This design comes from an exercise in tuning for small area on the open sky130 flow, not from production work. The RTL was checked by simulation tests, not by an equivalence proof against the original design. No activity file was given, so power comes from the tool's default toggle rates.

==> flow/design.v <==
package payload_pkg;
    localparam int BYTE_W = 8;
    localparam int DEF_CIPHER_BYTES = 183;
    localparam int DEF_TAG_BYTES = 16;
    localparam int INDEX_W = 8;
    typedef logic [INDEX_W-1:0] byte_index_t;
endpackage
package readout_pkg;
    typedef enum logic
    {
        FIELD_CIPHER = 1'b0,
        FIELD_TAG    = 1'b1
    } field_e;
    typedef enum logic
    {
        ST_IDLE   = 1'b0,
        ST_STREAM = 1'b1
    } readout_state_e;
endpackage
module payload_store
#(
    parameter int CIPHER_BYTES = payload_pkg::DEF_CIPHER_BYTES,
    parameter int TAG_BYTES    = payload_pkg::DEF_TAG_BYTES
)
(
    input  logic                                        clock_i,
    input  logic                                        reset_i,
    input  logic                                        write_valid_i,
    input  logic [CIPHER_BYTES*payload_pkg::BYTE_W-1:0] cipher_i,
    input  logic [TAG_BYTES*payload_pkg::BYTE_W-1:0]    tag_i,
    input  logic [payload_pkg::INDEX_W-1:0]             fetch_addr,
    input  logic                                        fetch_write_open,
    output logic [payload_pkg::BYTE_W-1:0]              fetch_byte_data
);
    localparam int BYTES = CIPHER_BYTES + TAG_BYTES;
    logic [BYTES-1:0][payload_pkg::BYTE_W-1:0] data_q;
    logic                                      loaded_q;
    logic                                      write_accept;
    assign write_accept = write_valid_i && fetch_write_open;
    always_ff @(posedge clock_i)
    begin
        if (write_accept)
        begin
            data_q <= {tag_i, cipher_i};
        end
    end
    always_ff @(posedge clock_i or posedge reset_i)
    begin
        if (reset_i)
        begin
            loaded_q <= 1'b0;
        end
        else if (write_accept)
        begin
            loaded_q <= 1'b1;
        end
    end
    logic [BYTES-1:0] byte_sel;
    byte_decode
    #(
        .BYTES (BYTES)
    )
    decode_i
    (
        .enable_i (loaded_q),
        .addr_i   (fetch_addr),
        .sel_o    (byte_sel)
    );
    for (genvar b = 0; b < payload_pkg::BYTE_W; b++)
    begin : g_lane
        logic [BYTES-1:0] lane_bits;
        for (genvar i = 0; i < BYTES; i++)
        begin : g_bit
            assign lane_bits[i] = data_q[i][b];
        end
        byte_lane
        #(
            .BYTES (BYTES)
        )
        lane_i
        (
            .sel_i  (byte_sel),
            .data_i (lane_bits),
            .bit_o  (fetch_byte_data[b])
        );
    end
endmodule
module byte_lane
#(
    parameter int BYTES = 199
)
(
    input  logic [BYTES-1:0] sel_i,
    input  logic [BYTES-1:0] data_i,
    output logic             bit_o
);
    localparam int GROUPS = (BYTES + 2) / 3;
    logic [3*GROUPS-1:0] sel_pad;
    logic [3*GROUPS-1:0] data_pad;
    logic [GROUPS-1:0]   group_n;
    assign sel_pad = (3*GROUPS)'(sel_i);
    assign data_pad = (3*GROUPS)'(data_i);
    for (genvar g = 0; g < GROUPS; g++)
    begin : g_group
        if (3*g + 2 < BYTES)
        begin : g_three
            and_or3_n group_i
            (
                .a_i (sel_pad[3*g+2:3*g]),
                .b_i (data_pad[3*g+2:3*g]),
                .y_n (group_n[g])
            );
        end
        else
        begin : g_rest
            assign group_n[g] = !(|(sel_pad[3*g+2:3*g] & data_pad[3*g+2:3*g]));
        end
    end
    assign bit_o = !(&group_n);
endmodule
module and_or3_n
(
    input  logic [2:0] a_i,
    input  logic [2:0] b_i,
    output logic       y_n
);
    assign y_n = !((a_i[0] && b_i[0]) || (a_i[1] && b_i[1]) || (a_i[2] && b_i[2]));
endmodule
module byte_decode
#(
    parameter int BYTES = 199
)
(
    input  logic                            enable_i,
    input  logic [payload_pkg::INDEX_W-1:0] addr_i,
    output logic [BYTES-1:0]                sel_o
);
    logic [15:0] hi_n;
    logic [15:0] lo_n;
    always_comb
    begin
        for (int k = 0; k < 16; k++)
        begin
            hi_n[k] = !(enable_i && (addr_i[7:4] == 4'(k)));
            lo_n[k] = !(addr_i[3:0] == 4'(k));
        end
    end
    for (genvar i = 0; i < BYTES; i++)
    begin : g_sel
        nor2_sel sel_i
        (
            .a_n (hi_n[i / 16]),
            .b_n (lo_n[i % 16]),
            .y   (sel_o[i])
        );
    end
endmodule
module nor2_sel
(
    input  logic a_n,
    input  logic b_n,
    output logic y
);
    assign y = !(a_n || b_n);
endmodule
module readout_fsm
#(
    parameter int CIPHER_BYTES = payload_pkg::DEF_CIPHER_BYTES,
    parameter int TAG_BYTES    = payload_pkg::DEF_TAG_BYTES
)
(
    input  logic                            clock_i,
    input  logic                            reset_i,
    input  logic                            read_valid_i,
    input  logic                            write_valid_i,
    input  logic                            read_field_i,
    output logic                            read_ready_o,
    output logic                            byte_valid_o,
    input  logic                            byte_ready_i,
    output logic [payload_pkg::BYTE_W-1:0]  byte_o,
    output logic                            byte_last_o,
    output logic [payload_pkg::INDEX_W-1:0] fetch_addr,
    output logic                            fetch_write_open,
    input  logic [payload_pkg::BYTE_W-1:0]  fetch_byte_data
);
    localparam logic [payload_pkg::INDEX_W-1:0] CIPHER_FIRST = 0;
    localparam logic [payload_pkg::INDEX_W-1:0] CIPHER_LAST = CIPHER_BYTES - 1;
    localparam logic [payload_pkg::INDEX_W-1:0] TAG_FIRST = CIPHER_BYTES;
    localparam logic [payload_pkg::INDEX_W-1:0] TAG_LAST = CIPHER_BYTES + TAG_BYTES - 1;
    logic                           state_q;
    payload_pkg::byte_index_t       addr_q;
    logic                           idle;
    logic                           read_accept;
    logic                           byte_accept;
    logic                           at_last;
    assign idle = (state_q == readout_pkg::ST_IDLE);
    assign read_ready_o = idle && !write_valid_i;
    assign read_accept = read_valid_i && read_ready_o;
    assign at_last = (addr_q == CIPHER_LAST) || (addr_q == TAG_LAST);
    assign byte_valid_o = (state_q == readout_pkg::ST_STREAM);
    assign byte_last_o = byte_valid_o && at_last;
    assign byte_accept = byte_valid_o && byte_ready_i;
    assign byte_o = fetch_byte_data;
    assign fetch_addr = addr_q;
    assign fetch_write_open = idle;
    always_ff @(posedge clock_i or posedge reset_i)
    begin
        if (reset_i)
        begin
            state_q <= readout_pkg::ST_IDLE;
        end
        else if (read_accept)
        begin
            state_q <= readout_pkg::ST_STREAM;
        end
        else if (byte_accept && at_last)
        begin
            state_q <= readout_pkg::ST_IDLE;
        end
    end
    always_ff @(posedge clock_i)
    begin
        if (read_accept)
        begin
            addr_q <= (read_field_i == readout_pkg::FIELD_TAG) ? TAG_FIRST : CIPHER_FIRST;
        end
        else if (byte_accept)
        begin
            addr_q <= addr_q + 1'b1;
        end
    end
endmodule
module uart_payload_top
#(
    parameter int CIPHER_BYTES = payload_pkg::DEF_CIPHER_BYTES,
    parameter int TAG_BYTES    = payload_pkg::DEF_TAG_BYTES
)
(
    input  logic                                        clock_i,
    input  logic                                        reset_i,
    input  logic                                        write_valid_i,
    output logic                                        write_ready_o,
    input  logic [CIPHER_BYTES*payload_pkg::BYTE_W-1:0] cipher_i,
    input  logic [TAG_BYTES*payload_pkg::BYTE_W-1:0]    tag_i,
    input  logic                                        read_valid_i,
    input  logic                                        read_field_i,
    output logic                                        read_ready_o,
    output logic                                        byte_valid_o,
    input  logic                                        byte_ready_i,
    output logic [payload_pkg::BYTE_W-1:0]              byte_o,
    output logic                                        byte_last_o
);
    logic [payload_pkg::INDEX_W-1:0]    fetch_addr;
    logic                               fetch_write_open;
    logic [payload_pkg::BYTE_W-1:0]     fetch_byte_data;
    payload_store
    #(
        .CIPHER_BYTES (CIPHER_BYTES),
        .TAG_BYTES    (TAG_BYTES)
    )
    store_i
    (
        .clock_i          (clock_i),
        .reset_i          (reset_i),
        .write_valid_i    (write_valid_i),
        .cipher_i         (cipher_i),
        .tag_i            (tag_i),
        .fetch_addr       (fetch_addr),
        .fetch_write_open (fetch_write_open),
        .fetch_byte_data  (fetch_byte_data)
    );
    readout_fsm
    #(
        .CIPHER_BYTES (CIPHER_BYTES),
        .TAG_BYTES    (TAG_BYTES)
    )
    fsm_i
    (
        .clock_i          (clock_i),
        .reset_i          (reset_i),
        .read_valid_i     (read_valid_i),
        .write_valid_i    (write_valid_i),
        .read_field_i     (read_field_i),
        .read_ready_o     (read_ready_o),
        .byte_valid_o     (byte_valid_o),
        .byte_ready_i     (byte_ready_i),
        .byte_o           (byte_o),
        .byte_last_o      (byte_last_o),
        .fetch_addr       (fetch_addr),
        .fetch_write_open (fetch_write_open),
        .fetch_byte_data  (fetch_byte_data)
    );
    assign write_ready_o = fetch_write_open;
endmodule
export LEC_CHECK = 0
export CAP_MARGIN = 20
export CORE_AREA = 10 10 590 590
export CTS_BUF_LIST = sky130_fd_sc_hd__clkbuf_8
export DIE_AREA = 0 0 600 600
export SLEW_MARGIN = 20
export SYNTH_HIERARCHICAL = 1
export SYNTH_MINIMUM_KEEP_SIZE = 0
create_clock -name core_clock -period 8.0 [get_ports {clock_i}]
standard.sh (not shown) runs the stock make flow with config.mk's settings and CLKGATE_MAP_FILE= SYNTH_SCRIPT=/design/flow/synth_recipe.tcl, a recipe that flattens the netlist after the stock synthesis.
==> flow/flow/run.sh <==
#!/bin/bash
# The standard layout, with the ports buffered by the smallest buffer
# instead of the one buffer_ports picks by default.
set -euo pipefail
export BUFFER_PORTS_ARGS="-buffer_cell sky130_fd_sc_hd__buf_1"
bash standard.sh > standard.log 2>&1
The first run completed with no timing, DRC or antenna violations.
Edit:
==> flow/flow/run.sh (replaced) <==
#!/bin/bash
# The standard layout, with three changes: the ports are buffered by the
# smallest buffer instead of the one buffer_ports picks by default, the pins
# may sit on neighbouring tracks so that the 1610 ports fit a small die, and
# the clock tree uses larger sink clusters and no dummy loads.
set -euo pipefail
export BUFFER_PORTS_ARGS="-buffer_cell sky130_fd_sc_hd__buf_1"
export PLACE_PINS_ARGS="-min_distance 1 -min_distance_in_tracks"
export CTS_ARGS="-sink_clustering_enable -repair_clock_nets -dont_use_dummy_load -sink_clustering_size 30 -sink_clustering_max_diameter 100"
bash standard.sh > standard.log 2>&1
--- a/flow/config.mk
+++ b/flow/config.mk
@@ -8,5 +8,4 @@
 export CAP_MARGIN = 20
-export CORE_AREA = 10 10 590 590
-export CTS_BUF_LIST = sky130_fd_sc_hd__clkbuf_8
-export DIE_AREA = 0 0 600 600
+export CORE_AREA = 10 10 410 410
+export DIE_AREA = 0 0 420 420
 export SLEW_MARGIN = 20
=> Final area drops by 11%; fmax rose by 4.9%; non-clock buffer count came out lower by 206; utilization increases by 20 points; power shrinks by 20%; die area came out lower by 51%; synthesized area stays the same; count of clock-buffer cells in the layout came out lower by 225.
Edit:
==> flow/flow/run.sh (replaced) <==
#!/bin/bash
# The standard layout, with the input and output ports buffered by the
# smallest buffer instead of the one buffer_ports picks by default.
set -euo pipefail
export BUFFER_PORTS_ARGS="-buffer_cell sky130_fd_sc_hd__buf_1"
bash standard.sh > standard.log 2>&1
--- a/flow/config.mk
+++ b/flow/config.mk
@@ -8,4 +8,5 @@
 export CAP_MARGIN = 20
-export CORE_AREA = 10 10 410 410
-export DIE_AREA = 0 0 420 420
+export CORE_AREA = 10 10 310 310
+export DIE_AREA = 0 0 320 320
+export PLACE_DENSITY = 0.85
 export SLEW_MARGIN = 20
Now the flow failed in I/O pin placement.
Area after synthesis does not change.
Synthesized cell count is unchanged.

## separate check: timing with driven ports
How much do the figures lean on ideal ports? The routed layouts below were timed once more, with nothing changed but the port constraints.
Step 1 sets driving cells, clkbuf_16 on the clock port and buf_2 on the other inputs (assumed; they add their load-dependent delay and slew).
Step 2 times the ports against the registers' clock, not the clock port: input delays grow and output delays shrink by t, the midpoint of the rising clock arrivals with the driver on.
Three values: ideal ports, drivers, drivers and shift; two values: the first two.
| run | shift t [ns] | setup slack, ns | hold WS [ns] | clock arrival spread, ns | worst data-port slew with drivers (ns) |
|---|---|---|---|---|---|
| the first run | 1.078 | 0.431 / 0.349 / 1.427 | 0.424 / 0.508 / 0.649 | 0.122 / 0.122 | 0.55 |
| the second run | 0.752 | 0.784 / 0.705 / 1.457 | 0.594 / 0.594 / 0.594 | 0.095 / 0.095 | 0.36 |
After both steps setup and hold are still met in every run listed.
